This design comes from an exercise in tuning for small area and a short achievable clock period on the open sky130 flow, not from production work.
The RTL was checked by simulation tests, not by an equivalence proof against the original design.
Power figures rest on the tool's default switching activity, not on a simulated workload.

==> design/flow/design.v <==
package legv8_pkg;
    typedef logic [64-1:0] word_t;
    typedef logic [31:0]        instr_t;
    typedef logic [3:0]         nzcv_t;   
    typedef enum logic [1:0] {
        ALU_OP_ADDR = 2'b00,
        ALU_OP_PASS = 2'b01,
        ALU_OP_FUNC = 2'b10
    } alu_op_t;
    typedef enum logic [1:0] {
        WB_ALU  = 2'b00,
        WB_MEM  = 2'b01,
        WB_PC4  = 2'b10
    } mem_to_reg_t;
    typedef enum logic [2:0] {
        BR_NONE     = 3'b000,
        BR_ALWAYS   = 3'b001,
        BR_COND     = 3'b010,
        BR_ZERO     = 3'b011,
        BR_NOT_ZERO = 3'b100,
        BR_REG      = 3'b101   
    } branch_op_t;
    typedef enum logic [3:0] {
        ALU_ADD    = 4'h0,
        ALU_SUB    = 4'h1,
        ALU_AND    = 4'h2,
        ALU_ORR    = 4'h3,
        ALU_EOR    = 4'h4,
        ALU_PASS_B = 4'h5
    } alu_func_t;
endpackage
`timescale 1ns/1ps
module control (
    input  logic [10:0]              opcode,
    output logic                     readreg2_control,
    output logic                     mem_read,
    output logic                     mem_write,
    output logic                     reg_write,
    output logic                     alu_src,
    output logic                     update_sreg,
    output logic                     write_reg_src,
    output legv8_pkg::alu_op_t       alu_op,
    output legv8_pkg::mem_to_reg_t   mem_to_reg,
    output legv8_pkg::branch_op_t    branch_op
);
    always_comb begin
        readreg2_control = 1'b0;
        mem_read         = 1'b0;
        mem_write        = 1'b0;
        reg_write        = 1'b0;
        alu_src          = 1'b0;
        update_sreg      = 1'b0;
        write_reg_src    = 1'b0;
        alu_op           = legv8_pkg::ALU_OP_ADDR;
        mem_to_reg       = legv8_pkg::WB_ALU;
        branch_op        = legv8_pkg::BR_NONE;
        casez (opcode)
            11'b10001011000, 11'b11001011000, 11'b10001010000, 11'b10101010000, 11'b11001010000: begin
                reg_write = 1'b1;
                alu_op    = legv8_pkg::ALU_OP_FUNC;
            end
            11'b10101011000, 11'b11101011000, 11'b11101010000: begin
                reg_write   = 1'b1;
                alu_op      = legv8_pkg::ALU_OP_FUNC;
                update_sreg = 1'b1;
            end
            11'b1001000100?, 11'b1101000100?, 11'b1001001000?, 11'b1011001000?, 11'b1101001000?: begin
                reg_write = 1'b1;
                alu_src   = 1'b1;
                alu_op    = legv8_pkg::ALU_OP_FUNC;
            end
            11'b1011000100?, 11'b1111000100?, 11'b1111001000?: begin
                reg_write   = 1'b1;
                alu_src     = 1'b1;
                alu_op      = legv8_pkg::ALU_OP_FUNC;
                update_sreg = 1'b1;
            end
            11'b11111000010, 11'b00111000010, 11'b01111000010, 11'b10111000100: begin
                mem_read   = 1'b1;
                mem_to_reg = legv8_pkg::WB_MEM;
                reg_write  = 1'b1;
                alu_src    = 1'b1;    
            end
            11'b11111000000, 11'b00111000000, 11'b01111000000, 11'b10111000000: begin
                readreg2_control = 1'b1;   
                mem_write        = 1'b1;
                alu_src          = 1'b1;
            end
            11'b10110100???, 11'b10110101???: begin
                readreg2_control = 1'b1;
                alu_op           = legv8_pkg::ALU_OP_PASS;
                update_sreg      = 1'b1;
                branch_op        = opcode[3] ? legv8_pkg::BR_NOT_ZERO : legv8_pkg::BR_ZERO;
            end
            11'b000101?????: begin
                alu_op    = legv8_pkg::ALU_OP_PASS;
                branch_op = legv8_pkg::BR_ALWAYS;
            end
            11'b01010100???: begin
                alu_op    = legv8_pkg::ALU_OP_PASS;
                branch_op = legv8_pkg::BR_COND;
            end
            11'b100101?????: begin
                alu_op        = legv8_pkg::ALU_OP_PASS;
                branch_op     = legv8_pkg::BR_ALWAYS;
                reg_write     = 1'b1;
                mem_to_reg    = legv8_pkg::WB_PC4;
                write_reg_src = 1'b1;    
            end
            11'b11010110000: begin
                readreg2_control = 1'b1;
                alu_op           = legv8_pkg::ALU_OP_PASS;
                branch_op        = legv8_pkg::BR_REG;
            end
            default: ;
        endcase
    end
endmodule
`timescale 1ns/1ps
module alu_control (
    input  legv8_pkg::alu_op_t   alu_op,
    input  logic [10:0]          opcode,
    output legv8_pkg::alu_func_t alu_func
);
    always_comb begin
        case (alu_op)
            legv8_pkg::ALU_OP_ADDR: alu_func = legv8_pkg::ALU_ADD;
            legv8_pkg::ALU_OP_PASS: alu_func = legv8_pkg::ALU_PASS_B;   
            default: begin
                casez (opcode)
                    11'b10001011000, 11'b10101011000, 11'b1001000100?, 11'b1011000100?: begin
                        alu_func = legv8_pkg::ALU_ADD;
                    end
                    11'b11001011000, 11'b11101011000, 11'b1101000100?, 11'b1111000100?: begin
                        alu_func = legv8_pkg::ALU_SUB;   
                    end
                    11'b10001010000, 11'b11101010000, 11'b1001001000?, 11'b1111001000?: begin
                        alu_func = legv8_pkg::ALU_AND;
                    end
                    11'b10101010000, 11'b1011001000?: begin
                        alu_func = legv8_pkg::ALU_ORR;
                    end
                    11'b11001010000, 11'b1101001000?: begin
                        alu_func = legv8_pkg::ALU_EOR;
                    end
                    default: begin
                        alu_func = legv8_pkg::ALU_ADD;
                    end
                endcase
            end
        endcase
    end
endmodule
`timescale 1ns/1ps
module alu (
    input  legv8_pkg::word_t     a,
    input  legv8_pkg::word_t     b,
    input  legv8_pkg::alu_func_t alu_func,
    output legv8_pkg::word_t     result,
    output legv8_pkg::nzcv_t     flags
);
    legv8_pkg::word_t b_op;
    legv8_pkg::word_t sum;
    logic             carry;
    logic             ovf;
    logic             is_sub;
    logic             c_flag;
    logic             v_flag;
    assign is_sub = (alu_func == legv8_pkg::ALU_SUB);
    assign b_op   = is_sub ? ~b : b;
    assign {carry, sum} = {1'b0, a} + {1'b0, b_op} + {{64{1'b0}}, is_sub};
    assign ovf = (a[64-1] == b_op[64-1]) && (sum[64-1] != a[64-1]);
    always_comb begin
        result = sum;
        c_flag = 1'b0;
        v_flag = 1'b0;
        case (alu_func)
            legv8_pkg::ALU_ADD, legv8_pkg::ALU_SUB: begin
                c_flag = carry;
                v_flag = ovf;
            end
            legv8_pkg::ALU_AND:    result = a & b;
            legv8_pkg::ALU_ORR:    result = a | b;
            legv8_pkg::ALU_EOR:    result = a ^ b;
            legv8_pkg::ALU_PASS_B: result = b;    
            default:               result = sum;
        endcase
    end
    assign flags = {result[64-1], result == '0, c_flag, v_flag};
endmodule
`timescale 1ns/1ps
module register_file (
    input  logic             clk,
    input  logic             rst_n,
    input  logic [4:0]       read_reg1,
    input  logic [4:0]       read_reg2,
    input  logic [4:0]       write_reg,
    input  legv8_pkg::word_t write_data,
    input  logic             reg_write,
    output legv8_pkg::word_t read_data1,
    output legv8_pkg::word_t read_data2
);
    localparam int XZR = 32 - 1;
    legv8_pkg::word_t regs [0:32-2];
    always_ff @(posedge clk) begin
        if (rst_n && reg_write && write_reg != XZR) begin
            regs[write_reg] <= write_data;
        end
    end
    assign read_data1 = (read_reg1 == XZR) ? '0 : regs[read_reg1];
    assign read_data2 = (read_reg2 == XZR) ? '0 : regs[read_reg2];
endmodule
`timescale 1ns/1ps
module imm_extend (
    input  legv8_pkg::instr_t instr,
    output legv8_pkg::word_t  imm
);
    logic [10:0] opcode;
    assign opcode = instr[31:21];
    always_comb begin
        casez (opcode)
            11'b1001000100?, 11'b1011000100?, 11'b1101000100?, 11'b1111000100?, 11'b1001001000?, 11'b1111001000?, 11'b1011001000?, 11'b1101001000?: begin
                imm = {52'b0, instr[21:10]};   
            end
            11'b11111000010, 11'b00111000010, 11'b01111000010, 11'b10111000100, 11'b11111000000, 11'b00111000000, 11'b01111000000, 11'b10111000000: begin
                imm = {{55{instr[20]}}, instr[20:12]};
            end
            11'b000101?????, 11'b100101?????: begin
                imm = {{36{instr[25]}}, instr[25:0], 2'b00};
            end
            11'b10110100???, 11'b10110101???, 11'b01010100???: begin
                imm = {{43{instr[23]}}, instr[23:5], 2'b00};
            end
            default: begin
                imm = '0;   
            end
        endcase
    end
endmodule
`timescale 1ns/1ps
module pc_sequencer (
    input  logic                  clk,
    input  logic                  rst_n,
    input  legv8_pkg::branch_op_t branch_op,
    input  logic                  update_sreg,
    input  legv8_pkg::nzcv_t      alu_flags,
    input  logic [3:0]            cond,
    input  legv8_pkg::word_t      offset,
    input  legv8_pkg::word_t      target_reg,
    output legv8_pkg::word_t      pc,
    output legv8_pkg::word_t      pc_plus4
);
    legv8_pkg::nzcv_t sreg;
    legv8_pkg::word_t next_pc;
    logic             n, z, c, v;
    logic             cond_true;
    logic             taken;
    assign {n, z, c, v} = sreg;
    assign pc_plus4     = pc + 64'd4;
    always_comb begin
        case (cond)
            4'h0:    cond_true = z;                    
            4'h1:    cond_true = !z;                   
            4'h2:    cond_true = c;                    
            4'h3:    cond_true = !c;                   
            4'h4:    cond_true = n;                    
            4'h5:    cond_true = !n;                   
            4'h6:    cond_true = v;                    
            4'h7:    cond_true = !v;                   
            4'h8:    cond_true = c && !z;              
            4'h9:    cond_true = !(c && !z);           
            4'ha:    cond_true = (n == v);             
            4'hb:    cond_true = (n != v);             
            4'hc:    cond_true = !z && (n == v);       
            4'hd:    cond_true = !(!z && (n == v));    
            default: cond_true = 1'b1;                 
        endcase
    end
    always_comb begin
        case (branch_op)
            legv8_pkg::BR_ALWAYS:   taken = 1'b1;
            legv8_pkg::BR_COND:     taken = cond_true;
            legv8_pkg::BR_ZERO:     taken = alu_flags[2];     
            legv8_pkg::BR_NOT_ZERO: taken = !alu_flags[2];
            default:                taken = 1'b0;
        endcase
        if (branch_op == legv8_pkg::BR_REG) begin
            next_pc = target_reg;
        end else begin
            next_pc = taken ? pc + offset : pc_plus4;
        end
    end
    always_ff @(posedge clk) begin
        if (!rst_n) begin
            pc   <= 64'h0;
            sreg <= '0;
        end else begin
            pc <= next_pc;
            if (update_sreg) sreg <= alu_flags;
        end
    end
endmodule
`timescale 1ns/1ps
module legv8_core (
    input  logic              clk,
    input  logic              rst_n,
    output legv8_pkg::word_t  pc,
    input  legv8_pkg::instr_t instr,
    output legv8_pkg::word_t  mem_addr,
    output legv8_pkg::word_t  mem_wdata,
    output logic              mem_read,
    output logic              mem_write,
    input  legv8_pkg::word_t  mem_rdata
);
    logic                  readreg2_control;
    logic                  reg_write;
    logic                  alu_src;
    logic                  update_sreg;
    logic                  write_reg_src;
    legv8_pkg::alu_op_t    alu_op;
    legv8_pkg::mem_to_reg_t mem_to_reg;
    legv8_pkg::branch_op_t branch_op;
    legv8_pkg::alu_func_t  alu_func;
    logic [4:0]            read_reg2;
    logic [4:0]            write_reg;
    legv8_pkg::word_t      read_data1;
    legv8_pkg::word_t      read_data2;
    legv8_pkg::word_t      write_data;
    legv8_pkg::word_t      imm;
    legv8_pkg::word_t      alu_b;
    legv8_pkg::word_t      alu_result;
    legv8_pkg::nzcv_t      alu_flags;
    legv8_pkg::word_t      pc_plus4;
    control u_control (
        .opcode(instr[31:21]), .readreg2_control(readreg2_control),
        .mem_read(mem_read), .mem_write(mem_write), .reg_write(reg_write),
        .alu_src(alu_src), .update_sreg(update_sreg), .write_reg_src(write_reg_src),
        .alu_op(alu_op), .mem_to_reg(mem_to_reg), .branch_op(branch_op)
    );
    alu_control u_alu_control (.alu_op(alu_op), .opcode(instr[31:21]), .alu_func(alu_func));
    assign read_reg2 = readreg2_control ? instr[4:0] : instr[20:16];
    assign write_reg = write_reg_src ? 5'd30 : instr[4:0];
    register_file u_register_file (
        .clk(clk), .rst_n(rst_n), .read_reg1(instr[9:5]), .read_reg2(read_reg2),
        .write_reg(write_reg), .write_data(write_data), .reg_write(reg_write),
        .read_data1(read_data1), .read_data2(read_data2)
    );
    imm_extend u_imm_extend (.instr(instr), .imm(imm));
    assign alu_b = alu_src ? imm : read_data2;
    alu u_alu (.a(read_data1), .b(alu_b), .alu_func(alu_func), .result(alu_result),
               .flags(alu_flags));
    assign mem_addr  = alu_result;
    assign mem_wdata = read_data2;
    always_comb begin
        case (mem_to_reg)
            legv8_pkg::WB_MEM: write_data = mem_rdata;
            legv8_pkg::WB_PC4: write_data = pc_plus4;   
            default:           write_data = alu_result;
        endcase
    end
    pc_sequencer u_pc_sequencer (
        .clk(clk), .rst_n(rst_n), .branch_op(branch_op), .update_sreg(update_sreg),
        .alu_flags(alu_flags), .cond(instr[3:0]), .offset(imm), .target_reg(read_data1),
        .pc(pc), .pc_plus4(pc_plus4)
    );
endmodule
==> design/flow/run.sh <==
#!/bin/bash
# synth_recipe.tcl (not shown) runs the flow's synth.tcl, then flattens the netlist and writes it again
# the make line also repeats each setting of config.mk as NAME=value (left out here)
make -C /OpenROAD-flow-scripts/flow DESIGN_CONFIG=/design/flow/config.mk WORK_HOME=/design/flow/orfs CLKGATE_MAP_FILE= SYNTH_SCRIPT=/design/flow/synth_recipe.tcl finish
==> design/flow/config.mk <==
export PLATFORM = sky130hd
export DESIGN_NAME = legv8_core
export DESIGN_NICKNAME = legv8_core
export VERILOG_FILES = /design/flow/design.v
export SDC_FILE = /design/flow/constraint.sdc
export NUM_CORES = 4
export LEC_CHECK = 0
export CAP_MARGIN = 20
export CORE_MARGIN = 2
export CORE_UTILIZATION = 40
export SETUP_SLACK_MARGIN = 0.5
export SLEW_MARGIN = 20
==> design/flow/constraint.sdc <==
create_clock -name core_clock -period 14.0 [get_ports {clk}]
set_input_delay 2.8000 -clock core_clock [delete_from_list [all_inputs] [get_ports {clk}]]
set_output_delay 2.8000 -clock core_clock [all_outputs]
set_load 0.01 [all_outputs]
==> summary.txt <==
-- layer usage --
layer	GRT usage, %	vias to the layer above	wire length [um]
met3	11.7	1721	83400
met4	22.6	35	40600
met1	49.1	50800	208000
met5	0.227	-	662
met2	53.5	8437	238000
li1	-	40300	-
-- cell usage in the layout (no fill, tap or decap), types with 30 or more instances in the layout --
master and count:
edfxtp_1 1984, nand2_1 1575, buf_4 948, mux4_2 583
nand3_1 497, mux2i_1 433, a21oi_1 388, o21ai_0 368
nor2_1 338, clkdlybuf4s50_1 277, ha_1 254, clkbuf_16 237
inv_1 223, and3_1 193, a211oi_1 188, nor3_1 180
a31oi_1 180, xnor2_1 158, buf_12 134, a22oi_1 117
a21o_1 99, nand4_1 80, dfxtp_1 68, xor2_1 61
a311oi_1 56, a221oi_1 54, mux2_2 51, o22ai_1 46
a32oi_1 46, nor2_4 42, o21a_1 41, clkinv_2 41
clkbuf_1 41, clkinv_1 38, a211o_1 36, o21ai_2 35
o2111ai_1 33, a221o_1 33, bufinv_16 30
-- flip-flops by register name (all words and copies together), names as in the netlist --
name and cells:
u_pc_sequencer.sreg 4, u_pc_sequencer.pc 64, u_register_file.regs 1984
-- repair_timing --
item,4_1_cts,5_1_grt
buffers inserted,9,18
pin swaps,9,31
gates resized for setup,68,124
hold buffers,0,0
cloned,3,9
setup endpoints to repair,23,25
-- worst min path at each step --
stage	from	endpoint	slack (ns)
after floorplan	u_pc_sequencer.sreg[1]$_SDFFE_PN0P_	u_pc_sequencer.sreg[1]$_SDFFE_PN0P_	0.47
after global placement	u_pc_sequencer.sreg[1]$_SDFFE_PN0P_	u_pc_sequencer.sreg[1]$_SDFFE_PN0P_	0.51
after CTS	u_pc_sequencer.sreg[1]$_SDFFE_PN0P_	u_pc_sequencer.sreg[1]$_SDFFE_PN0P_	0.54
after detailed placement	u_pc_sequencer.sreg[1]$_SDFFE_PN0P_	u_pc_sequencer.sreg[1]$_SDFFE_PN0P_	0.53
after global routing	u_pc_sequencer.sreg[1]$_SDFFE_PN0P_	u_pc_sequencer.sreg[1]$_SDFFE_PN0P_	0.58
final	u_pc_sequencer.sreg[1]$_SDFFE_PN0P_	u_pc_sequencer.sreg[1]$_SDFFE_PN0P_	0.55
-- report_power, final --
part | internal, mW | switching (mW)
clock | 3.54 | 2.58
combinational | 1.76 | 3.70
sequential | 7.70 | 0.00834
-- cell families (layout without fill, tap and decap cells) --
| kind of cell | Yosys count | in the layout | synth area share, % |
|---|---|---|---|
| flops | 2052 | 2052 | 52.1 |
| other cells | 0 | 23 | 0 |
| buf+inv | 1019 | 2053 | 3.39 |
| fa+ha+maj | 259 | 259 | 2.79 |
| simple gates | 3135 | 3135 | 12.0 |
| mux | 1089 | 1089 | 15.6 |
| xor+xnor | 221 | 221 | 1.66 |
| compound gates | 2139 | 2139 | 12.4 |
-- critical path, delay by kind of cell --
kind	cells	cell delay, ns
buf+inv	11	3.19
compound gates	13	2.89
xor+xnor	1	0.16
simple gates	5	1.05
fa+ha+maj	1	0.42
-- layout make-up --
cell class / instances / area [um^2] / area share, %
flip-flops and latches: 2052 / 60900 / 43.1
multi-input cells: 6843 / 53600 / 37.9
repair buffers: 1420 / 13600 / 9.64
clock buffers: 273 / 5900 / 4.18
well taps: 3900 / 4880 / 3.45
clock inverters: 134 / 1480 / 1.05
inverters: 226 / 853 / 0.604
diodes: 23 / 57.6 / 0.0407
-- stage by stage --
stage	setup WS (ns)	total power [mW]	cell area (um^2)	TNS, ns	hold WS, ns
detailed placement	-0.495	12.9	132000	-1.63	0.530
global route	0.439	19.7	141000	0	0.584
CTS	0.536	19.0	140000	0	0.538
floorplan	1.42	10.1	117000	0	0.474
finish	0.629	19.3	141000	0	0.547
global placement	-0.534	12.9	132000	-1.80	0.514
==> results.ini <==
[run_status]
outcome=timing/DRC/antenna clean

[logic_synthesis]
synth_area_leader_cell=edfxtp_1
syn_area_um2=117000
synth_flop_cell=edfxtp_1
avgSynthCellArea_um2=11.8
yosys.cell_types.count=104
syn_inst=9914
synth_seq_cells=2052
synth_commonest_cells=1984 x edfxtp_1, 1582 x nand2_1, 583 x mux4_2, 500 x nand3_1, 494 x clkbuf_1
yosys_warnings=7
synth_fp_nets=10300
yosys.area.top_type_share_pct=51.0
yosysSeqAreaShare_pct=52.1
synthArstFlopShare_pct=0
synth.most_common_cell=edfxtp_1
ys_top_cells_by_area=edfxtp_1 51%, mux4_2 11%, nand2_1 5.1%
synth-edff-count=1984

[detailed_routing]
drc=0
routed_wl_mm=570
wl_per_cell_um=38.4
route.antenna.remaining_nets=0
viasPerCell=6.81
first_iter_violations=17400
drt_pass1_iterations=9
vias=101000

[timing]
period_needed_ns=13.37
maxSlewViolCount=0
setup_viol=0
fmax_ghz=0.0748
skew_ns=0.104
slew_headroom_pct=15.6
finalCritPeriodShare_pct=95.5
tightest_slew_ns=1.26
hold_violations=0
rsz0062_at_grt=true

[place]
hpwl_mm=382
gp_congestion=1.04
io_buffers=291
place_inst=14400

[job]
maxCapViolations=0

[setup_path]
slowest_stage=clkdlybuf4s50_1
reg2reg_depth=39
cp_max_fo=13
cp.required_ns=11.20
cpPeakStageDelay_ns=1.03
crit_type=in2out
crit_top_cell=buf_4
crit_path_start_kind=input pin
critPathArrivalTime_ns=10.57
rr_endpoint=u_pc_sequencer.pc[63]$_SDFF_PN0_
crit_end=mem_addr[46]
r2r_start=u_register_file.regs[17][16]$_DFFE_PP_
critPathCaptureType=output port
worstSetupStartpoint=instr[3]
reg2reg_setup_slack_ns=5.17

[floorplan]
placement_rows=198
ios=292
start_util_pct=40.2
die_h_um=545
die_w_um=545
core_um2=291000
dieArea_um2=297000

[final_layout]
n_fill_cell=25600
drive_gt1_share_pct=22.1
stdcell_count=14900
syn2layout_area_growth_pct=20.9
utilization_pct=48.6
nNetsFinal=11100

[min_path]
whs_path_depth=2
min_path_type=reg2reg

[clock_network]
insertion_delay_ns=0.94
clock-sinks=2052
clk_pin_slew_ns=0.06
clock_path_buffers=4
cts-htree-levels=4
tritoncts=yes
cts_made_buffers=226
root_buffer=clkbuf_16

[global_route]
grt_pass1_vias=94600
grt_overflow=0
grt_pass1_wl_mm=770
grt_max_degree=84
antenna_found_initial=58
track_usage_pct=37.3

[pwr]
max-vdd-ir-drop_mv=0.127
power.density_nw_per_um2=137
leakagePower_nw=50.5

==> separate check: timing with driven ports <==
No port has a modelled driver above. Below, the same layout with a new extraction and two added sets of constraints.
Step 1, drivers: a clkbuf_16 drives clk and a buf_2 each remaining input, both assumed.
Step 2 times the ports against the registers' clock, not the clock port: input delays grow and output delays shrink by t, the midpoint of the rising clock arrivals with the driver on.
Three values: ideal, step 1, step 2; two values: the first two.
t (ns): 0.982
slack for setup (ns): 0.629 / 0.582 / 0.582
worst setup path after step 2: input to output
worst register clock-pin slew, ns: 0.07 / 0.07
After both steps setup and hold are still met in this run. The setup slack of this run moves by -0.047 ns with the drivers and by -0.047 ns with both steps.
